This is an optimization exercise on Yosys and OpenROAD, whose aim is small area, a short achievable clock period and few clock cycles per item, not a production implementation.
Where RTL was checked, it was by simulation tests only, not by an equivalence proof against the original.
No functional check of the RTL was part of run 1.
No activity file was given, so power comes from the tool's default toggle rates.

==> flow/design.v (outline; a module is shown in full before it is edited, if it fits) <==
// module layer_top: 2009 lines
// module csa_fa: 10 lines
// module csa_ha: 9 lines
module layer_top (
   input  logic             clk,
   input  logic             reset,
   input  logic             s_valid,
   input  logic             m_ready,
   input  layer_pkg::data_t data_in,
   output logic             s_ready,
   output logic             m_valid,
   output layer_pkg::data_t data_out
);
  // ...
==> flow/run.sh <==
#!/bin/bash
# synth_recipe.tcl (not shown) runs the flow's synth.tcl, then flattens the netlist and writes it again
# the make line also repeats each setting of config.mk as NAME=value (left out here)
make -C /OpenROAD-flow-scripts/flow DESIGN_CONFIG=/design/flow/config.mk WORK_HOME=/design/flow/orfs CLKGATE_MAP_FILE= SYNTH_SCRIPT=/design/flow/synth_recipe.tcl finish
==> flow/config.mk <==
export PLATFORM = sky130hd
export DESIGN_NAME = layer_top
export DESIGN_NICKNAME = layer_top
export VERILOG_FILES = /design/flow/design.v
export SDC_FILE = /design/flow/constraint.sdc
export NUM_CORES = 4
export LEC_CHECK = 0
export CAP_MARGIN = 20
export CORE_MARGIN = 2
export CORE_UTILIZATION = 30
export SETUP_SLACK_MARGIN = 4.4
export SLEW_MARGIN = 20
export SYNTH_HIERARCHICAL = 1
export SYNTH_MINIMUM_KEEP_SIZE = 0
==> flow/constraint.sdc <==
create_clock -name core_clock -period 7.0 [get_ports {clk}]
set_input_delay 1.4000 -clock core_clock [delete_from_list [all_inputs] [get_ports {clk}]]
set_output_delay 1.4000 -clock core_clock [all_outputs]
set_load 0.01 [all_outputs]
==> out/results.txt, run 1 <==
Synth cell types: 83
mux share of post-synthesis cell area: 0.000541
CP Launch Point: m_ready
DR top layer: met5
nets: 3137
Int Pwr: 7190 uW
clock buffer count: 87
core area: 0.122 sq mm
Met2 Routed Length: 51600 um
H-tree depth: 3
GRT Max-Usage Layer: met2
register area: 0.0189 sq mm
critical path's most frequent cell: buf_12
Worst-Skew Late Latency: 0.65 ns
status: timing/DRC/antenna clean
Pleak: 0.0155 uW
Netlist Area Pre-Place: 0.0370 sq mm
Comb power: 663 uW
largest net degree at the start of global routing: 132
Hold WS: 0.413 ns
Hold Crit Start: r5_1_0
Compound-Gate Fraction of Synth Area: 0.137
CP Class: in -> reg
largest area contributor in the netlist: edfxtp_1
P_seq: 4560 uW
Max Cap Viol: 0
==> run 2: changes to the inputs <==
--- a/flow/design.v
+++ b/flow/design.v
@@ -60,17 +60,20 @@
    logic [127:0] ldb;
    logic [3:0]   ld_cnt;
    logic [127:0] xb;
    logic         xv;
    logic [3:0]   k;
    logic [91:0]  ctl;       
    logic [15:0]  biasp;     
    logic adv, issue, last_k, ld_full, transfer, accept;
-   assign adv      = ~m_valid | m_ready;    
+   logic [2:0] cnt;         
+   logic       pop;
+   assign pop      = m_valid & m_ready;
+   assign adv      = (cnt != 3'd5);
    assign issue    = xv & adv;
    assign last_k   = (k == 4'd15);
    assign ld_full  = ld_cnt[3];
    assign transfer = ld_full & (~xv | (issue & last_k));
    assign s_ready  = ~ld_full;
    assign accept   = s_valid & ~ld_full;
    always_ff @(posedge clk) begin
       if (reset) begin
@@ -1634,17 +1637,17 @@
    logic r2_15_8;
    logic r2_15_9;
    logic r2_15_10;
    logic r2_15_11;
    logic r2_15_12;
    logic r2_15_13;
    logic r2_15_14;
    always_ff @(posedge clk) begin
-      if (adv) begin
+      if (1'b1) begin
          r2_0_0 <= s5;
          r2_0_1 <= s293;
          r2_1_0 <= c6;
          r2_1_1 <= s295;
          r2_1_2 <= s297;
          r2_1_3 <= c294;
          r2_2_0 <= c14;
          r2_2_1 <= s299;
@@ -1827,17 +1830,17 @@
          r2_15_11 <= c454;
          r2_15_12 <= c456;
          r2_15_13 <= c458;
          r2_15_14 <= c460;
       end
    end
    always_ff @(posedge clk) begin
       if (reset) v1 <= 1'b0;
-      else if (adv) v1 <= issue;
+      else if (1'b1) v1 <= issue;
    end
    logic v2;
    logic r5_0_0;
    logic r5_0_1;
    logic r5_1_0;
    logic r5_1_1;
    logic r5_2_0;
    logic r5_2_1;
@@ -1894,17 +1897,17 @@
    logic r5_14_3;
    logic r5_14_4;
    logic r5_15_0;
    logic r5_15_1;
    logic r5_15_2;
    logic r5_15_3;
    logic r5_15_4;
    always_ff @(posedge clk) begin
-      if (adv) begin
+      if (1'b1) begin
          r5_0_0 <= r2_0_0;
          r5_0_1 <= r2_0_1;
          r5_1_0 <= r2_1_3;
          r5_1_1 <= s475;
          r5_2_0 <= c476;
          r5_2_1 <= s599;
          r5_3_0 <= c600;
          r5_3_1 <= s673;
@@ -1962,17 +1965,17 @@
          r5_15_1 <= s719;
          r5_15_2 <= s721;
          r5_15_3 <= c716;
          r5_15_4 <= c718;
       end
    end
    always_ff @(posedge clk) begin
       if (reset) v2 <= 1'b0;
-      else if (adv) v2 <= v1;
+      else if (1'b1) v2 <= v1;
    end
    logic v3;
    logic r8_0_0;
    logic r8_0_1;
    logic r8_1_0;
    logic r8_1_1;
    logic r8_2_0;
    logic r8_2_1;
@@ -1998,17 +2001,17 @@
    logic r8_12_1;
    logic r8_13_0;
    logic r8_13_1;
    logic r8_14_0;
    logic r8_14_1;
    logic r8_15_0;
    logic r8_15_1;
    always_ff @(posedge clk) begin
-      if (adv) begin
+      if (1'b1) begin
          r8_0_0 <= r5_0_0;
          r8_0_1 <= r5_0_1;
          r8_1_0 <= r5_1_0;
          r8_1_1 <= r5_1_1;
          r8_2_0 <= r5_2_0;
          r8_2_1 <= r5_2_1;
          r8_3_0 <= r5_3_0;
          r8_3_1 <= r5_3_1;
@@ -2035,30 +2038,60 @@
          r8_14_0 <= s794;
          r8_14_1 <= c793;
          r8_15_0 <= s796;
          r8_15_1 <= c795;
       end
    end
    always_ff @(posedge clk) begin
       if (reset) v3 <= 1'b0;
-      else if (adv) v3 <= v2;
+      else if (1'b1) v3 <= v2;
    end
    wire [15:0] opa = {r8_15_0, r8_14_0, r8_13_0, r8_12_0, r8_11_0, r8_10_0, r8_9_0, r8_8_0, r8_7_0, r8_6_0, r8_5_0, r8_4_0, r8_3_0, r8_2_0, r8_1_0, r8_0_0};
    wire [15:0] opb = {r8_15_1, r8_14_1, r8_13_1, r8_12_1, r8_11_1, r8_10_1, r8_9_1, r8_8_1, r8_7_1, r8_6_1, r8_5_1, r8_4_1, r8_3_1, r8_2_1, r8_1_1, r8_0_1};
    wire [15:0] acc = opa + opb;
+   logic        wr;
+   logic [15:0] res;
+   logic [2:0]  fc;         
+   assign wr  = v3;
+   assign res = acc[15] ? 16'd0 : acc;
+   logic [15:0] q1;
+   logic [15:0] q2;
+   logic [15:0] q3;
+   logic [15:0] q4;
    always_ff @(posedge clk) begin
-      if (reset)
+      if (reset) begin
+         cnt     <= '0;
+         fc      <= '0;
          m_valid <= 1'b0;
-      else if (adv)
-         m_valid <= v3;
+      end else begin
+         cnt     <= cnt + issue - pop;
+         fc      <= fc + wr - pop;
+         m_valid <= (fc + wr - pop) != 3'd0;
+      end
    end
    always_ff @(posedge clk) begin
-      if (adv)
-         data_out <= acc[15] ? 16'd0 : acc;
+      if (pop & (fc > 3'd1))
+         data_out <= q1;
+      else if (wr & (pop ? (fc == 3'd1) : (fc == 3'd0)))
+         data_out <= res;
+      if (pop & (fc > 3'd2))
+         q1 <= q2;
+      else if (wr & (pop ? (fc == 3'd2) : (fc == 3'd1)))
+         q1 <= res;
+      if (pop & (fc > 3'd3))
+         q2 <= q3;
+      else if (wr & (pop ? (fc == 3'd3) : (fc == 3'd2)))
+         q2 <= res;
+      if (pop & (fc > 3'd4))
+         q3 <= q4;
+      else if (wr & (pop ? (fc == 3'd4) : (fc == 3'd3)))
+         q3 <= res;
+      if (wr & (pop ? (fc == 3'd5) : (fc == 3'd4)))
+         q4 <= res;
    end
 endmodule
 module csa_fa (
    input  logic a,
    input  logic b,
    input  logic c,
    output logic s,
    output logic co
==> flow/config.mk (replaced) <==
export PLATFORM = sky130hd
export DESIGN_NAME = layer_top
export DESIGN_NICKNAME = layer_top
export VERILOG_FILES = /design/flow/design.v
export SDC_FILE = /design/flow/constraint.sdc
export NUM_CORES = 4
export LEC_CHECK = 0
export CAP_MARGIN = 20
export CORE_MARGIN = 2
export CORE_UTILIZATION = 30
export CTS_BUF_LIST = sky130_fd_sc_hd__clkbuf_4 sky130_fd_sc_hd__clkbuf_8
export SETUP_SLACK_MARGIN = 4.4
export SLEW_MARGIN = 20
export SYNTH_HIERARCHICAL = 1
export SYNTH_MINIMUM_KEEP_SIZE = 0
==> run 2 against run 1 <==
  * Global-route usage is 1.5 points lower
  * Utilization shrank 1.2 points
  * Critical path depth decreased by 9
  * Worst setup slack better by 0.053 ns
  * First-iteration DRC count down 18%
  * Routed wire length decreased by 9.0%
  * Critical path type is now reg -> out
  * Highest routed layer is now met4
  * Die area shrank 1.5%
  * Total power up 12%
==> out/results.txt, run 2 <==
largest net degree at the start of global routing: 129 (-2.3%)
initial antenna violation count: 2
number of port buffers: 36
DRT iter0 DRCs: 3414
Hold Vio Cnt, Final: 0
Overflow after GRT: 0
Compound-Gate Fraction of Synth Area: 0.136 (-0.000488)
Post-synth EDFFs: 331
CP max stage delay: 0.39 ns
CTS Buf Count: 114
# rows: 127
pwr/cell area: 252 mW/mm^2
crit path time final: 2.70 ns
crit path launch type: flip-flop
share of layout cells above drive strength 1: 0.138
Post-Synth Adder-Cell Area: 0.224
drt via density: 5.20
Netlist Area Pre-Place: 0.0364 sq mm (-1.5%)
IO Count: 38
post-synthesis xor/xnor area fraction: 0.0618
crit-path max FO: 1
Period Utilization, post-route: 0.385
Routed Antenna Nets: 0
largest area contributor in the netlist: edfxtp_1
Setup crit end kind: primary output
post-synth top area share: 0.273
core area: 0.120 sq mm (-1.6%)
gpl congestion: 0.939
Hold WS: 0.308 ns (-0.105 ns)
Synth top cells by count: 402 x dfxtp_1, 378 x fa_1, 331 x edfxtp_1
Crit path arrival time: 1.30 ns
mux share of post-synthesis cell area: 0.00481 (+0.00427)
cell count after synthesis: 2794
number of synthesis warnings: 7
Pleak: 0.0148 uW (-4.3%)
Overall Power: 10500 uW
Sink Count: 733
Die Span Y: 352 um
drt wl/cell: 23.8 um
cell family with most CP delay: flip-flops
Starting Density: 0.303
largest family of logic cells by synthesized area: adder cells
top-count cell post-synth: dfxtp_1
commonest non-fill, non-tap cell in the layout: dfxtp_1
die area: 0.124 sq mm
vias in the first global route: 23300
hpwl dp: 77800 um
R2R depth: 4
cell-by-cell trace of the critical path: buf_2
H-tree depth: 3 (unchanged)
Slew Viols, Final: 0
drt drc: 0
register area share after synthesis: 0.494
Max Fclk: 371 MHz
Hold Crit Depth: 0
syn avg cell area: 13.0 sq um
Area contributors post-synth: edfxtp_1 27%, dfxtp_1 22%, fa_1 21%, xnor2_1 5.9%, a222oi_1 2.9%
GRT Total Usage: 0.167
nets: 3213 (+2.4%)
Clock Skew: 0.0887 ns
ys flop type: dfxtp_1
most frequent cells in the layout: 377 x dfxtp_1, 375 x fa_1, 331 x edfxtp_1, 242 x xnor2_1, 187 x nand2_1
WL final: 106000 um
Levels on crit path: 1
CTS root buffer: clkbuf_8
TNS Setup: 0 ns
simple-gate area share of the yosys netlist: 0.0455
ys async rst share: 0
Synth cell types: 75 (-9.6%)
CP Class: reg -> out
Synth Register Bits: 733
max_slew headroom: 0.270
fin util: 0.345
Worst-Skew Late Latency: 0.80 ns (+0.15 ns)
Clock Path Buffers: 3
RSZ-0062 raised after global routing: true
global-route wire length before repair: 156000 um
HP Class: reg -> reg
worst slew pin tran: 1.09 ns
Final setup viols: 0
Worst Path Buf+Inv: 1
VDD IR-drop max: 0.225 mV
status: timing/DRC/antenna clean
die width: 352 um
Layout area overhead: 13.8%
slowest CP cell: edfxtp_1
drt pass-1 iters: 9
Max Cap Viol: 0 (unchanged)
Worst-path clk slew: 0.06 ns
clock tree from TritonCTS: done
Via Count: 23300
Worst Path Required: 5.60 ns
[run 2: cell count changes in the layout (fill, tap and decap cells not counted), sizes merged, moves of 15 or more]
cell    previous run  this run
nand2            137       194
dfxtp            113       402
o31ai              4        34
clkbuf            88       160
edfxtp           554       331
buf              168        73
a21oi             83        68
[run 2: Yosys stat by module, one instance, submodules excluded]
module,times used,area [sq um]
csa_fa,375,20.0
csa_ha,23,12.5
layer_top,1,28600
[run 2: routing by layer]
layer	part of all wire	wire length, um	GRT usage
met5	0	0	0
met2	0.45	47900	0.258
met1	0.40	42700	0.217
met4	0.058	6200	0.0866
met3	0.091	9650	0.0386
[run 2: logic make-up (layout without fill, tap and decap cells)]
| logic type | count (synthesis) | in the layout |
|---|---|---|
| flops | 733 | 733 |
| compound gates | 676 | 676 |
| fa+ha+maj | 426 | 426 |
| simple gates | 381 | 384 |
| buf+inv | 306 | 366 |
| xor+xnor | 256 | 257 |
| mux | 15 | 15 |
| other cells | 1 | 9 |
[run 2: layout make-up]
| cell class | count | area, sq um |
|---|---|---|
| diodes | 2 | 5.00 |
| clock buffers | 159 | 1990 |
| clock inverters | 54 | 572 |
| fillers | 11700 | 78700 |
| inverters | 60 | 251 |
| multi-input cells | 1765 | 17800 |
| flip-flops and latches | 733 | 18000 |
| well taps | 1612 | 2020 |
| repair buffers | 93 | 823 |
[run 2: worst paths after layout]
path                start           end  slack, ns
min reg2reg        r2_0_0        r5_0_0       0.31
max reg2reg         xb[7]       r2_11_1       4.42
min                r2_0_0        r5_0_0       0.31
max          data_out[11]  data_out[11]       4.30
[run 2: what timing repair did]
action / in CTS / in global routing
gates cloned: 3 / 2
hold buffers: 0 / 0
setup buffers: 14 / 26
setup endpoints to repair: 366 / 260
resized for setup: 135 / 51
pin swaps: 5 / 10
[run 2: metrics by stage]
| step | std cells | setup WS (ns) | area [sq um] |
|---|---|---|---|
| 6_report | 4478 | 4.30 | 41500 |
| 5_1_grt | 4476 | 4.23 | 41500 |
| 4_1_cts | 4448 | 4.19 | 41000 |
| 3_5_place_dp | 4218 | 3.11 | 38200 |
| 3_3_place_gp | 4218 | 3.19 | 38200 |
| 2_1_floorplan | 2800 | 3.10 | 36700 |
[run 2: power by group]
group	internal (uW)	switching (uW)
Clock	2230	1770
Sequential	4800	106
Combinational	666	895
Testbench counts of run 2, summed over its fixed seeds: cycles 6,248, items 384.
==> run 3: changes to the inputs <==
--- a/flow/config.mk
+++ b/flow/config.mk
@@ -9,6 +9,5 @@
 export CORE_MARGIN = 2
 export CORE_UTILIZATION = 30
-export CTS_BUF_LIST = sky130_fd_sc_hd__clkbuf_4 sky130_fd_sc_hd__clkbuf_8
-export SETUP_SLACK_MARGIN = 4.4
+export SETUP_SLACK_MARGIN = 4.55
 export SLEW_MARGIN = 20
 export SYNTH_HIERARCHICAL = 1
==> run 3 against run 2 <==
  * Still clean
  * Critical path depth unchanged
  * First-iteration DRC count fell by 4.7%
  * Sequential cell count unchanged
  * Clock power is 4% higher
  * Design area rose by 3.3%
  * Sequential power about the same
  * Area after synthesis unchanged
  * Routed wire length is 2.6% higher
  * Sequential share of layout area shrank 1.3 points
  * Worst setup slack better by 0.12 ns
  * Register-to-register slack improved by 0.12 ns
  * Highest routed layer unchanged
==> out/results.txt, run 3 <==
status: timing/DRC/antenna clean
Setup crit end kind: primary output
GRT Total Usage: 0.171 (+0.00430)
largest area contributor in the netlist: edfxtp_1
RSZ-0062 raised after global routing: true
post-synth top area share: 0.273 (unchanged)
HP Class: reg -> reg
R2R depth: 9 (+5)
commonest non-fill, non-tap cell in the layout: fa_1
slowest CP cell: edfxtp_1
Final WS setup: 4.43 ns (+0.123 ns)
IO Count: 38 (unchanged)
Crit path arrival time: 1.17 ns (-0.13 ns)
# rows: 127 (unchanged)
Worst Path Buf+Inv: 1 (unchanged)
Sw Ratio: 0.265 (+0.000997)
Synth cell types: 75 (unchanged)
Clock Skew: 0.0484 ns (-0.0402 ns)
syn avg cell area: 13.0 sq um (unchanged)
Routed Antenna Nets: 0 (unchanged)
die width: 352 um (unchanged)
cell-by-cell trace of the critical path: buf_2
number of synthesis warnings: 7 (unchanged)
CP Class: reg -> out
Via Count: 23700 (+1.8%)
Sink Count: 733 (unchanged)
Die Span Y: 352 um (unchanged)
number of port buffers: 36 (unchanged)
gpl congestion: 0.931 (-0.93%)
TNS Setup: 0 ns (unchanged)
crit path launch type: flip-flop
Area after DPL: 0.0382 sq mm (about the same)
reg2reg setup slack: 4.54 ns (+0.12 ns)
cell family with most CP delay: flip-flops
vias in the first global route: 23700 (+1.6%)
CP Launch Point: data_out[11]
Post-synth EDFFs: 331 (unchanged)
Int Pwr: 8120 uW (+5.5%)
drt drc: 0 (unchanged)
Hold Path Sink: r5_1_0
initial antenna violation count: 1 (-1)
Hold Crit Start: r2_1_3
Slew Viols, Final: 0 (unchanged)
drt via density: 5.26 (+1.2%)
Starting Density: 0.303 (unchanged)
Overflow after GRT: 0 (unchanged)
pwr/cell area: 258 mW/mm^2 (+2.3%)
Layout area overhead: 17.6%
Hold WS: 0.321 ns (+0.0127 ns)
ys async rst share: 0 (unchanged)
Final Cell Area: 0.0428 sq mm (+3.3%)
pre-CTS setup slack: 3.26 ns (+0.152 ns)
Pleak: 0.0154 uW (+4.0%)
Period Utilization, post-route: 0.368 (-0.0175)
Synth Register Bits: 733 (unchanged)
crit-path max FO: 1 (unchanged)
CTS Buf Count: 76 (-33%)
drt wl/cell: 24.3 um (+2.1%)
share of layout cells above drive strength 1: 0.170 (+0.0320)
register area share after synthesis: 0.494 (unchanged)
nets: 3274 (+1.9%)
most frequent cells in the layout: 365 x fa_1, 357 x dfxtp_1, 331 x edfxtp_1, 237 x xnor2_1, 185 x nand2_1
Logic pwr share: 0.180 (+0.031)
crit path time final: 2.57 ns (-0.123 ns)
H-tree depth: 3 (unchanged)
Clk network pwr share: 0.376 (-0.006)
Worst Path Required: 5.60 ns (about the same)
sw power: 2930 uW (+6.0%)
Max Fclk: 389 MHz (+4.8%)
core area: 0.120 sq mm (unchanged)
hpwl dp: 78100 um (+0.46%)
Area contributors post-synth: edfxtp_1 27%, dfxtp_1 22%, fa_1 21%, xnor2_1 5.9%, a222oi_1 2.9%
Seq pwr share: 0.444 (-0.025)
Clock Path Buffers: 3 (unchanged)
fin util: 0.357 (+0.0114)
max_slew headroom: 0.298 (+0.0276)
die area: 0.124 sq mm (unchanged)
clock tree from TritonCTS: done
Final setup viols: 0 (unchanged)
worst slew pin tran: 1.05 ns (-0.0397 ns)
Netlist Area Pre-Place: 0.0364 sq mm (unchanged)
Synth top cells by count: 402 x dfxtp_1, 378 x fa_1, 331 x edfxtp_1
Hold Crit Depth: 0 (unchanged)
drt pass-1 iters: 14 (+5)
Worst-path clk slew: 0.06 ns (about the same)
Reg-to-Reg End: q2[12]
cell count after synthesis: 2794 (unchanged)
hold_buf cts: 0 (unchanged)
CTS root buffer: clkbuf_16
largest net degree at the start of global routing: 65 (-50%)
fillers: 11600 (-0.99%)
ys flop type: dfxtp_1
Hold Vio Cnt, Final: 0 (unchanged)
CP max stage delay: 0.39 ns (about the same)
Worst-Skew Late Latency: 0.66 ns (-0.14 ns)
WL final: 109000 um (+2.6%)
VDD IR-drop max: 0.182 mV (-19%)
DRT iter0 DRCs: 3253 (-4.7%)
Max Cap Viol: 0 (unchanged)
global-route wire length before repair: 159000 um (+2.0%)
RR Startpoint: r8_0_0
top-count cell post-synth: dfxtp_1
## run 3: cell counts after synthesis
Identical to the previous run, type by type.
## run 3: final cells by class
cell class | count | area, sq um | share of cell area
timing repair buffer | 192 | 1780 | 0.0416
tap | 1612 | 2020 | 0.0471
sequential | 733 | 18100 | 0.422
clock inverter | 35 | 339 | 0.00791
clock buffer | 105 | 2240 | 0.0523
inverter | 60 | 267 | 0.00622
antenna | 1 | 2.50 | 0.0000584
multi-input combinational | 1765 | 18100 | 0.423
## run 3: kinds of logic after synthesis
| group | share of synthesized area |
|---|---|
| flip-flops | 0.494 |
| AO/OA/AOI/OAI | 0.136 |
| adder cells (fa/ha/maj) | 0.224 |
| AND/OR/NAND/NOR | 0.0456 |
| buffers and inverters | 0.0336 |
| XOR/XNOR | 0.0618 |
| multiplexers | 0.00481 |
| other | 0.000103 |
## run 3: power groups by stage
stage	combinational, uW	sequential, uW	clock [uW]
floorplan	1070	4950	0
global placement	1310	4990	0
detailed placement	1350	4990	0
CTS	1640	4900	4250
global route	2180	4920	4410
finish	1990	4910	4150
## run 3: worst register-to-register path, cell delays in order, from the launching register on
cell,delay (ns)
dfxtp_2,0.33
ha_4,0.16
fa_2,0.36
a21o_1,0.21
a221oi_4,0.31
buf_4,0.17
a21oi_2,0.06
mux2i_2,0.25
a21oi_4,0.10
mux2_4,0.27
## run 3: modules after synthesis, one instance, submodules excluded
module	cells	cell area, sq um
csa_ha	1	12.5
layer_top	2396	28600
csa_fa	1	20.0
## run 3: how the worst max path moves through the flow
stage | end | slack, ns | cells past startpoint
finish | data_out[11] | 4.43 | 1
global route | data_out[11] | 4.36 | 1
CTS | data_out[11] | 4.34 | 1
detailed placement | xb[81] | 3.26 | 7
global placement | xb[80] | 3.33 | 7
floorplan | ld_cnt[2] | 3.10 | 4
## run 3: what timing repair did
item | CTS | global route
pin swaps | 24 | 45
setup buffers | 61 | 72
setup endpoints to repair | 615 | 297
hold endpoints to repair | 0 | 0
gates resized for setup | 196 | 88
gates cloned | 6 | 6
## run 3: per-stage QoR
| stage | power [uW] | instances |
|---|---|---|
| global placement | 6300 | 4217 |
| global route | 11500 | 4502 |
| finish | 11000 | 4503 |
| detailed placement | 6340 | 4217 |
| CTS | 10800 | 4424 |
| floorplan | 6020 | 2800 |
## run 3: per-layer routing
layer	vias up	GRT usage	wire length [um]
met5	-	0.00154	0
met4	0	0.0844	6000
li1	10100	-	-
met2	1431	0.271	50300
met1	11900	0.218	42500
met3	274	0.0420	10500
==> run 4: changes to the inputs <==
--- a/flow/config.mk
+++ b/flow/config.mk
@@ -8,6 +8,6 @@
 export CAP_MARGIN = 20
 export CORE_MARGIN = 2
-export CORE_UTILIZATION = 30
-export SETUP_SLACK_MARGIN = 4.55
+export CORE_UTILIZATION = 40
+export SETUP_SLACK_MARGIN = 4.4
 export SLEW_MARGIN = 20
 export SYNTH_HIERARCHICAL = 1
==> run 4 against run 3 <==
  * Worst setup slack got worse by 0.071 ns
  * Clock skew fell by 0.022 ns
  * Sequential cell count did not move
  * Sequential power barely moved
  * Combinational power fell by 11%
  * Final cell count fell by 12%
  * Clock-buffer cell count did not move
  * Utilization rose by 9.9 points
  * Largest power group unchanged
  * Global-route usage rose by 6.6 points
==> out/results.txt, run 4 <==
status: timing/DRC/antenna clean
Synth top cells by count: 402 x dfxtp_1, 378 x fa_1, 331 x edfxtp_1
CTS root buffer: clkbuf_16
drt drc: 0 (unchanged)
clock tree from TritonCTS: done
Die Span Y: 306 um (-13%)
Pleak: 0.0148 uW (-4.0%)
Routed Antenna Nets: 0 (unchanged)
HP Class: reg -> reg
WL final: 111000 um (+1.8%)
Setup crit end kind: flip-flop
number of port buffers: 36 (unchanged)
top-count cell post-synth: dfxtp_1
Via Count: 23600 (-0.42%)
TNS Setup: 0 ns (unchanged)
# rows: 110 (-13%)
hold_buf cts: 0 (unchanged)
IO Count: 38 (unchanged)
drt pass-1 iters: 12 (-2)
hpwl dp: 82200 um (+5.2%)
GRT Total Usage: 0.237 (+0.0661)
drt wl/cell: 28.0 um (+15%)
Overflow after GRT: 0 (unchanged)
Final setup viols: 0 (unchanged)
CTS Buf Count: 79 (+3.9%)
Sink Count: 733 (unchanged)
Synth cell types: 75 (unchanged)
DRT iter0 DRCs: 3201 (-1.6%)
Hold Crit Depth: 0 (unchanged)
Final WS setup: 4.35 ns (-0.0711 ns)
Post-synth EDFFs: 331 (unchanged)
core area: 0.0901 sq mm (-25%)
initial antenna violation count: 3 (+2)
drt via density: 5.94 (+13%)
R2R depth: 5 (-4)
Worst-path clk slew: 0.06 ns (about the same)
largest area contributor in the netlist: edfxtp_1
crit path time final: 2.65 ns (+0.0711 ns)
RSZ-0062 raised after global routing: true
Synth Register Bits: 733 (unchanged)
cell count after synthesis: 2794 (unchanged)
crit-path max FO: 10 (+9)
Hold Vio Cnt, Final: 0 (unchanged)
Worst Path Required: 7.48 ns (+1.88 ns)
Netlist Area Pre-Place: 0.0364 sq mm (unchanged)
Layout area overhead: 12.7%
gpl congestion: 0.949 (+2.0%)
fillers: 7913 (-32%)
crit path launch type: flip-flop
VDD IR-drop max: 0.187 mV (+2.5%)
Overall Power: 10800 uW (-1.8%)
register area share after synthesis: 0.494 (unchanged)
Starting Density: 0.404 (+0.101)
Worst-Skew Late Latency: 0.65 ns (about the same)
Max Cap Viol: 0 (unchanged)
die width: 306 um (-13%)
Crit path arrival time: 3.13 ns (+1.96 ns)
max_slew headroom: 0.291 (-0.00733)
Slew Viols, Final: 0 (unchanged)
pre-CTS setup slack: 3.24 ns (-0.0242 ns)
global-route wire length before repair: 163000 um (+2.4%)
Max Fclk: 378 MHz (-2.7%)
share of layout cells above drive strength 1: 0.122 (-0.0482)
worst slew pin tran: 1.06 ns (+0.0113 ns)
Clock Path Buffers: 3 (unchanged)
number of synthesis warnings: 7 (unchanged)
Area contributors post-synth: edfxtp_1 27%, dfxtp_1 22%, fa_1 21%, xnor2_1 5.9%, a222oi_1 2.9%
nets: 3179 (-2.9%)
ys async rst share: 0 (unchanged)
H-tree depth: 3 (unchanged)
CP Class: reg -> reg
die area: 0.0935 sq mm (-25%)
most frequent cells in the layout: 374 x dfxtp_1, 372 x fa_1, 331 x edfxtp_1, 240 x xnor2_1, 188 x nand2_1
Clock Skew: 0.0269 ns (-0.0215 ns)
Period Utilization, post-route: 0.378 (+0.0102)
pwr/cell area: 264 mW/mm^2 (+2.5%)
vias in the first global route: 24000 (+1.4%)
post-synth top area share: 0.273 (unchanged)
largest net degree at the start of global routing: 132 (+100%)
Hold WS: 0.318 ns (-0.00339 ns)
syn avg cell area: 13.0 sq um (unchanged)
ys flop type: dfxtp_1
commonest non-fill, non-tap cell in the layout: dfxtp_1
-- run 4: cell counts after synthesis --
No cell type changed its count.
-- run 4: worst max-delay path: stages, from the launching register on --
cell and delay [ns]:
dfxtp_1 0.32, clkinv_1 0.52, o22ai_1 0.43, o21bai_1 0.23, fa_1 0.48, fa_1 0.50
-- run 4: stage by stage --
| stage | cell area, sq um | cells | utilization |
|---|---|---|---|
| 2_1_floorplan | 36700 | 2800 | - |
| 3_3_place_gp | 37600 | 3781 | 0.417 |
| 3_5_place_dp | 37600 | 3781 | 0.417 |
| 4_1_cts | 40700 | 3947 | 0.451 |
| 5_1_grt | 41000 | 3971 | 0.455 |
| 6_report | 41000 | 3973 | 0.455 |
-- run 4: cell type report --
| type | count | area [sq um] | area share |
|---|---|---|---|
| clock buffer | 105 | 2200 | 0.0535 |
| clock inverter | 38 | 399 | 0.00973 |
| tap | 1176 | 1470 | 0.0359 |
| multi-input combinational | 1765 | 17800 | 0.434 |
| timing repair buffer | 94 | 862 | 0.0210 |
| antenna | 2 | 5.00 | 0.000122 |
| inverter | 60 | 245 | 0.00598 |
| sequential | 733 | 18000 | 0.439 |
-- run 4: final timing paths --
| path | end | from | slack [ns] |
|---|---|---|---|
| worst min-delay path | r8_0_0 | r5_0_0 | 0.32 |
| worst min register to register | r8_0_0 | r5_0_0 | 0.32 |
| worst max register to register | r2_10_3 | ctl[71] | 4.35 |
| worst max-delay path | r2_10_3 | ctl[71] | 4.35 |
-- run 4: logic make-up after synthesis --
family                     after synthesis  synth area share
and+or+nand+nor                        381            0.0456
adders and majority gates              426             0.224
AOI/OAI and AO/OA                      676             0.136
DFF                                    733             0.494
other                                    1          0.000103
xor gates and xnor gates               256            0.0618
buffers and inverters                  306            0.0336
muxes                                   15           0.00481
-- run 4: power by group --
part | switching (uW) | total, uW | internal (uW)
Combinational | 1030 | 1770 | 739
Sequential | 105 | 4900 | 4800
Clock | 1750 | 4170 | 2420
Total | 2890 | 10800 | 7950
-- run 4: what timing repair did --
item / 4_1_cts / 5_1_grt
gates resized for setup: 137 / 58
cloned: 5 / 1
setup buffers: 18 / 23
pin swaps: 13 / 14
setup endpoints to repair: 435 / 264
-- run 4: layer usage --
layer | GRT usage | up-vias | wire (um)
met2 | 0.382 | 1451 | 52100
met5 | 0 | - | 28
met1 | 0.298 | 12000 | 41500
li1 | - | 9870 | -
met3 | 0.0571 | 287 | 11100
met4 | 0.118 | 4 | 6340
-- run 4: per-module statistics from Yosys, one instance, submodules excluded --
module | times used | area [sq um] | flops+latches
csa_fa | 375 | 20.0 | 0
layer_top | 1 | 28600 | 733
csa_ha | 23 | 12.5 | 0
==> run 5: changes to the inputs <==
--- a/flow/config.mk
+++ b/flow/config.mk
@@ -6,7 +6,8 @@
 export NUM_CORES = 4
 export LEC_CHECK = 0
+export ABC_CLOCK_PERIOD_IN_PS = 2600
 export CAP_MARGIN = 20
 export CORE_MARGIN = 2
-export CORE_UTILIZATION = 40
+export CORE_UTILIZATION = 30
 export SETUP_SLACK_MARGIN = 4.4
 export SLEW_MARGIN = 20
==> run 5 against run 4 <==
  * Still clean
  * Combinational power decreased by 11%
  * Sequential share of layout area decreased by 0.40 points
  * Total power decreased by 2.6%
  * Worst hold slack improved by 0.0077 ns
  * Maximum frequency increased by 2.3%
  * Design area increased by 0.88%
  * Die area increased by 33%
  * Synthesized cell count unchanged
  * First-iteration DRC count increased by 10%
  * Clock power decreased by 2%
  * Final cell count increased by 10%
==> out/results.txt, run 5 <==
RSZ-0062 raised after global routing: true
Hold Vio Cnt, Final: 0 (unchanged)
Starting Density: 0.303 (-0.101)
Crit path arrival time: 3.11 ns (-0.02 ns)
Sink Count: 733 (unchanged)
hold_buf cts: 0 (unchanged)
Synth cell types: 75 (unchanged)
status: timing/DRC/antenna clean
CP Class: reg -> reg
drt pass-1 iters: 12 (unchanged)
Worst-Skew Late Latency: 0.64 ns (about the same)
reg2reg setup slack: 4.41 ns (+0.06 ns)
gpl congestion: 0.939 (-1.0%)
non-filler cells, final: 4389 (+10%)
cell count after synthesis: 2794 (unchanged)
Overflow after GRT: 0 (unchanged)
die width: 352 um (+15%)
Final Cell Area: 0.0414 sq mm (+0.88%)
CTS root buffer: clkbuf_16
global-route wire length before repair: 155000 um (-5.0%)
HP Class: reg -> reg
DRT iter0 DRCs: 3528 (+10%)
Clk network pwr share: 0.387 (+0.002)
VDD IR-drop max: 0.235 mV (+26%)
IO Count: 38 (unchanged)
Hold Path Sink: r5_0_1
Inst Count DP: 4218 (+12%)
ys async rst share: 0 (unchanged)
Post-synth EDFFs: 331 (unchanged)
Reg-to-Reg End: r2_12_1
drt drc: 0 (unchanged)
H-tree depth: 3 (unchanged)
CTS Buf Count: 74 (-6.3%)
drt via density: 5.24 (-12%)
worst slew pin tran: 1.08 ns (+0.0129 ns)
top-count cell post-synth: dfxtp_1
initial antenna violation count: 2 (-1)
largest area contributor in the netlist: edfxtp_1
Routed Antenna Nets: 0 (unchanged)
die area: 0.124 sq mm (+33%)
Area after DPL: 0.0382 sq mm (+1.5%)
Hold Crit Depth: 0 (unchanged)
WL final: 106000 um (-4.9%)
max_slew headroom: 0.281 (-0.00990)
RR Startpoint: ctl[30]
Layout area overhead: 13.7%
# rows: 127 (+15%)
number of synthesis warnings: 7 (unchanged)
Seq pwr share: 0.464 (+0.012)
Final WS setup: 4.41 ns (+0.0598 ns)
clock tree from TritonCTS: done
core area: 0.120 sq mm (+33%)
post-synth top area share: 0.273 (unchanged)
Period Utilization, post-route: 0.369 (-0.00855)
pre-CTS setup slack: 3.11 ns (-0.128 ns)
crit path time final: 2.59 ns (-0.0598 ns)
register area: 0.0180 sq mm (about the same)
register area share after synthesis: 0.494 (unchanged)
Clock Skew: 0.0341 ns (+0.00723 ns)
GRT Total Usage: 0.165 (-0.0715)
Final setup viols: 0 (unchanged)
crit path launch type: flip-flop
largest net degree at the start of global routing: 129 (-2.3%)
vias in the first global route: 22900 (-4.6%)
hpwl dp: 77800 um (-5.4%)
Die Span Y: 352 um (+15%)
number of port buffers: 36 (unchanged)
fillers: 11700 (+48%)
multi-input logic area: 0.0178 sq mm (about the same)
Area contributors post-synth: edfxtp_1 27%, dfxtp_1 22%, fa_1 21%, xnor2_1 5.9%, a222oi_1 2.9%
syn avg cell area: 13.0 sq um (unchanged)
TNS Setup: 0 ns (unchanged)
Worst Path Required: 7.53 ns (+0.05 ns)
pwr/cell area: 255 mW/mm^2 (-3.4%)
Hold Crit Start: r2_0_1
commonest non-fill, non-tap cell in the layout: dfxtp_1
Synth top cells by count: 402 x dfxtp_1, 378 x fa_1, 331 x edfxtp_1
Max Cap Viol: 0 (unchanged)
Pleak: 0.0147 uW (-0.64%)
CP Launch Point: ctl[30]
Logic pwr share: 0.149 (-0.014)
ys flop type: dfxtp_1
Via Count: 23000 (-2.5%)
Max Fclk: 387 MHz (+2.3%)
most frequent cells in the layout: 378 x dfxtp_1, 375 x fa_1, 331 x edfxtp_1, 241 x xnor2_1, 187 x nand2_1
Sw Ratio: 0.256 (-0.0107)
Synth Register Bits: 733 (unchanged)
R2R depth: 4 (-1)
Slew Viols, Final: 0 (unchanged)
crit-path max FO: 11 (+1)
share of layout cells above drive strength 1: 0.112 (-0.00957)
sw power: 2700 uW (-6.5%)
Setup crit end kind: flip-flop
nets: 3161 (-0.57%)
Clock Path Buffers: 3 (unchanged)
Int Pwr: 7860 uW (-1.2%)
drt wl/cell: 24.1 um (-14%)
Netlist Area Pre-Place: 0.0364 sq mm (unchanged)
Worst-path clk slew: 0.06 ns (about the same)
==> run 5: cell counts after synthesis <==
Identical to the previous run, type by type.
==> run 5: timing repair <==
| action | in CTS | in global routing |
|---|---|---|
| gates resized for setup | 129 | 63 |
| endpoints found under the setup margin | 411 | 359 |
| pin swaps | 7 | 14 |
| buffers inserted | 12 | 16 |
| cloned | 3 | 2 |
==> run 5: how the worst max path moves through the flow <==
stage                     slack [ns]  cells after the start            to
after floorplan                 3.10                      4     ld_cnt[2]
after global placement          3.19                      7        xb[96]
after detailed placement        3.11                      7        xb[96]
after CTS                       4.29                      7        xb[69]
after global routing            4.33                      9  data_out[14]
final                           4.41                      4       r2_12_1
==> run 5: critical path: stages (launching register included) <==
cell and delay (ns):
dfxtp_1 0.62, inv_1 0.37, o22ai_1 0.28, fa_1 0.49
fa_1 0.71
==> run 5: cell families (layout without fill, tap and decap cells) <==
| group | count (synthesis) | after routing | synth area share |
|---|---|---|---|
| DFF | 733 | 733 | 0.494 |
| AOI/OAI and AO/OA | 676 | 676 | 0.136 |
| adders and majority gates | 426 | 426 | 0.224 |
| and+or+nand+nor | 381 | 383 | 0.0456 |
| buffers and inverters | 306 | 278 | 0.0336 |
| xor gates and xnor gates | 256 | 257 | 0.0618 |
| muxes | 15 | 15 | 0.00481 |
| other | 1 | 9 | 0.000103 |
==> run 5: power by group through the flow <==
stage / clock network (uW) / registers [uW] / logic [uW]
final: 4090 / 4900 / 1570
after global routing: 4350 / 4920 / 1750
after CTS: 4180 / 4900 / 1420
after detailed placement: 0 / 4990 / 1340
after global placement: 0 / 4990 / 1310
after floorplan: 0 / 4950 / 1060
==> run 5: modules after synthesis (local to each module, per instance) <==
| module | times used | cells inside | flip-flops and latches |
|---|---|---|---|
| csa_ha | 23 | 1 | 0 |
| layer_top | 1 | 2396 | 733 |
| csa_fa | 375 | 1 | 0 |
==> run 5: layout make-up <==
| class | count | area share |
|---|---|---|
| multi-input combinational | 1764 | 0.430 |
| tap | 1612 | 0.0487 |
| clock buffer | 105 | 0.0536 |
| timing repair buffer | 82 | 0.0180 |
| sequential | 733 | 0.435 |
| antenna | 2 | 0.000121 |
| inverter | 60 | 0.00589 |
| clock inverter | 31 | 0.00792 |
==> run 5: through the flow <==
stage / utilization / power [uW] / hold slack [ns]
finish: 0.345 / 10600 / 0.325
global route: 0.345 / 11000 / 0.331
CTS: 0.341 / 10500 / 0.327
detailed placement: 0.318 / 6330 / 0.313
global placement: 0.318 / 6300 / 0.312
floorplan: - / 6010 / 0.310
==> run 5: layer usage <==
metal | vias up | track usage | part of all wire
met5 | - | 0 | 0.00011
met4 | 2 | 0.0830 | 0.056
met3 | 273 | 0.0346 | 0.090
met2 | 1335 | 0.258 | 0.45
met1 | 11600 | 0.218 | 0.40
li1 | 9823 | - | -
==> run 6: changes to the inputs <==
--- a/flow/config.mk
+++ b/flow/config.mk
@@ -6,5 +6,4 @@
 export NUM_CORES = 4
 export LEC_CHECK = 0
-export ABC_CLOCK_PERIOD_IN_PS = 2600
 export CAP_MARGIN = 20
 export CORE_MARGIN = 2
==> run 6 against run 5 <==
  * Still clean
  * Maximum frequency unchanged
  * Sequential power about the same
  * Final cell count unchanged
  * Sequential cell count unchanged
  * Clock-buffer cell count unchanged
  * Non-clock buffer count unchanged
  * Routed wire length unchanged
  * Worst setup slack unchanged
  * Area after synthesis unchanged
  * Critical path type unchanged
  * Highest routed layer unchanged
==> out/results.txt, run 6 <==
commonest non-fill, non-tap cell in the layout: dfxtp_1
Clock Skew: 0.0341 ns (unchanged)
drt drc: 0 (unchanged)
Starting Density: 0.303 (unchanged)
share of layout cells above drive strength 1: 0.112 (unchanged)
drt via density: 5.24 (unchanged)
Worst Path Required: 7.53 ns (about the same)
drt wl/cell: 24.1 um (unchanged)
Layout area overhead: 13.7% (unchanged)
Pleak: 0.0147 uW (unchanged)
IO Count: 38 (unchanged)
ys flop type: dfxtp_1
Area after DPL: 0.0382 sq mm (unchanged)
cell count after synthesis: 2794 (unchanged)
Worst-Skew Late Latency: 0.64 ns (about the same)
CP Launch Point: ctl[30]
crit path time final: 2.59 ns (unchanged)
Period Utilization, post-route: 0.369 (unchanged)
Crit path arrival time: 3.11 ns (about the same)
reg2reg setup slack: 4.41 ns (about the same)
DRT iter0 DRCs: 3528 (unchanged)
Hold WS: 0.325 ns (unchanged)
VDD IR-drop max: 0.235 mV (unchanged)
die width: 352 um (unchanged)
RR Startpoint: ctl[30]
Max Fclk: 387 MHz (unchanged)
crit path to: r2_12_1
pwr/cell area: 255 mW/mm^2 (unchanged)
GRT Total Usage: 0.165 (unchanged)
Final WS setup: 4.41 ns (unchanged)
core area: 0.120 sq mm (unchanged)
initial antenna violation count: 2 (unchanged)
Synth top cells by count: 402 x dfxtp_1, 378 x fa_1, 331 x edfxtp_1
CP Class: reg -> reg
Post-synth EDFFs: 331 (unchanged)
global-route wire length before repair: 155000 um (unchanged)
TNS Setup: 0 ns (unchanged)
crit path launch type: flip-flop
Via Count: 23000 (unchanged)
Final setup viols: 0 (unchanged)
Area contributors post-synth: edfxtp_1 27%, dfxtp_1 22%, fa_1 21%, xnor2_1 5.9%, a222oi_1 2.9%
largest net degree at the start of global routing: 129 (unchanged)
drt pass-1 iters: 12 (unchanged)
Sink Count: 733 (unchanged)
Slew Viols, Final: 0 (unchanged)
nets: 3161 (unchanged)
Die Span Y: 352 um (unchanged)
CTS Buf Count: 74 (unchanged)
Worst-path clk slew: 0.06 ns (about the same)
Setup crit end kind: flip-flop
ys async rst share: 0 (unchanged)
# rows: 127 (unchanged)
Netlist Area Pre-Place: 0.0364 sq mm (unchanged)
HP Class: reg -> reg
Synth cell types: 75 (unchanged)
pre-CTS setup slack: 3.11 ns (unchanged)
Final Cell Area: 0.0414 sq mm (unchanged)
crit-path max FO: 11 (unchanged)
vias in the first global route: 22900 (unchanged)
worst slew pin tran: 1.08 ns (unchanged)
Reg-to-Reg End: r2_12_1
register area share after synthesis: 0.494 (unchanged)
Overflow after GRT: 0 (unchanged)
Max Cap Viol: 0 (unchanged)
largest area contributor in the netlist: edfxtp_1
number of synthesis warnings: 7 (unchanged)
syn avg cell area: 13.0 sq um (unchanged)
max_slew headroom: 0.281 (unchanged)
die area: 0.124 sq mm (unchanged)
number of port buffers: 36 (unchanged)
Routed Antenna Nets: 0 (unchanged)
gpl congestion: 0.939 (unchanged)
H-tree depth: 3 (unchanged)
Synth Register Bits: 733 (unchanged)
Clock Path Buffers: 3 (unchanged)
CTS root buffer: clkbuf_16
WL final: 106000 um (unchanged)
status: timing/DRC/antenna clean
top-count cell post-synth: dfxtp_1
clock tree from TritonCTS: done
RSZ-0062 raised after global routing: true
hpwl dp: 77800 um (unchanged)
post-synth top area share: 0.273 (unchanged)
R2R depth: 4 (unchanged)
Hold Vio Cnt, Final: 0 (unchanged)
most frequent cells in the layout: 378 x dfxtp_1, 375 x fa_1, 331 x edfxtp_1, 241 x xnor2_1, 187 x nand2_1
-- run 6: worst min-delay path by stage --
stage,cells after the start,from,to
2_1_floorplan,0,r2_0_0,r5_0_0
3_3_place_gp,0,r2_1_3,r5_1_0
3_5_place_dp,0,r5_3_0,r8_3_0
4_1_cts,0,r5_3_0,r8_3_0
5_1_grt,0,r5_3_0,r8_3_0
6_report,0,r2_0_1,r5_0_1
-- run 6: area by class of cell --
class | instances | area [sq um]
Antenna cell | 2 | 5.00
Multi-Input combinational cell | 1764 | 17800
Sequential cell | 733 | 18000
Clock buffer | 105 | 2220
Inverter | 60 | 244
Clock inverter | 31 | 328
Fill cell | 11700 | 78700
Tap cell | 1612 | 2020
Timing Repair Buffer | 82 | 747
-- run 6: worst max-delay path, stage by stage (launching register included) --
cell and delay [ns]:
dfxtp_1 0.62, inv_1 0.37, o22ai_1 0.28, fa_1 0.49, fa_1 0.71
-- run 6: stage by stage --
| step | cells | utilization | total power, uW |
|---|---|---|---|
| floorplan | 2800 | - | 6010 |
| global route | 4387 | 0.345 | 11000 |
| finish | 4389 | 0.345 | 10600 |
| CTS | 4369 | 0.341 | 10500 |
| global placement | 4218 | 0.318 | 6300 |
| detailed placement | 4218 | 0.318 | 6330 |
-- run 6: routing by layer --
| metal | GRT usage | share of wire |
|---|---|---|
| met1 | 0.218 | 0.40 |
| met2 | 0.258 | 0.45 |
| met3 | 0.0346 | 0.090 |
| met4 | 0.0830 | 0.056 |
| met5 | 0 | 0.00011 |
-- run 6: kinds of logic (layout without fill, tap and decap cells) --
| group | after synthesis | in the layout | synth area share |
|---|---|---|---|
| flip-flops | 733 | 733 | 0.494 |
| AO/OA/AOI/OAI | 676 | 676 | 0.136 |
| adder cells (fa/ha/maj) | 426 | 426 | 0.224 |
| AND/OR/NAND/NOR | 381 | 383 | 0.0456 |
| buffers and inverters | 306 | 278 | 0.0336 |
| XOR/XNOR | 256 | 257 | 0.0618 |
| multiplexers | 15 | 15 | 0.00481 |
| other | 1 | 9 | 0.000103 |
-- run 6: where the power goes --
part           total (uW)  switching, uW  internal (uW)  leakage, uW
Sequential           4900            108           4800      0.00643
Combinational        1570            889            682      0.00701
Clock                4090           1710           2380      0.00125
-- run 6: modules after synthesis (local to each module, per instance) --
module     flip-flops and latches  cells inside  copies in the design
layer_top                     733          2396                     1
csa_fa                          0             1                   375
csa_ha                          0             1                    23
-- run 6: what timing repair did --
| action | CTS | global route |
|---|---|---|
| setup endpoints to repair | 411 | 359 |
| hold buffers | 0 | 0 |
| gates resized for setup | 129 | 63 |
| pin swaps | 7 | 14 |
| cloned | 3 | 2 |
| buffers inserted | 12 | 16 |

## separate check: timing with driven ports
No port has a modelled driver above. Below, the same layouts with a new extraction and two added sets of constraints.
Step 1: set_driving_cell puts a clkbuf_16 on clk and a buf_2 on each other input, an assumption about the parent block.
Step 2, shift: input delay + t, output delay - t, t = (earliest + latest rising clock arrival at the registers) / 2. This alone moves slack from input paths to output paths.
a / b / c = ideal ports / drivers / drivers and shift; a / b = the first two.
run | t (ns) | slack for setup (ns) | worst slew at a driven data input, ns | cell pins on the clock port's net
run 1 | 0.702 | 4.250 / 4.279 / 3.576 | 0.04 | 1
run 2 | 0.812 | 4.303 / 4.240 / 3.687 | 0.05 | 1
run 3 | 0.702 | 4.426 / 4.358 / 3.946 | 0.05 | 1
run 4 | 0.698 | 4.355 / 4.355 / 3.848 | 0.04 | 1
run 5 | 0.691 | 4.415 / 4.379 / 3.847 | 0.05 | 1
run 6 | 0.691 | 4.415 / 4.379 / 3.847 | 0.05 | 1
After both steps every run listed still meets setup and hold. The setup slack of run 1, which loses most, moves by +0.029 ns with the drivers and by -0.674 ns with both steps.
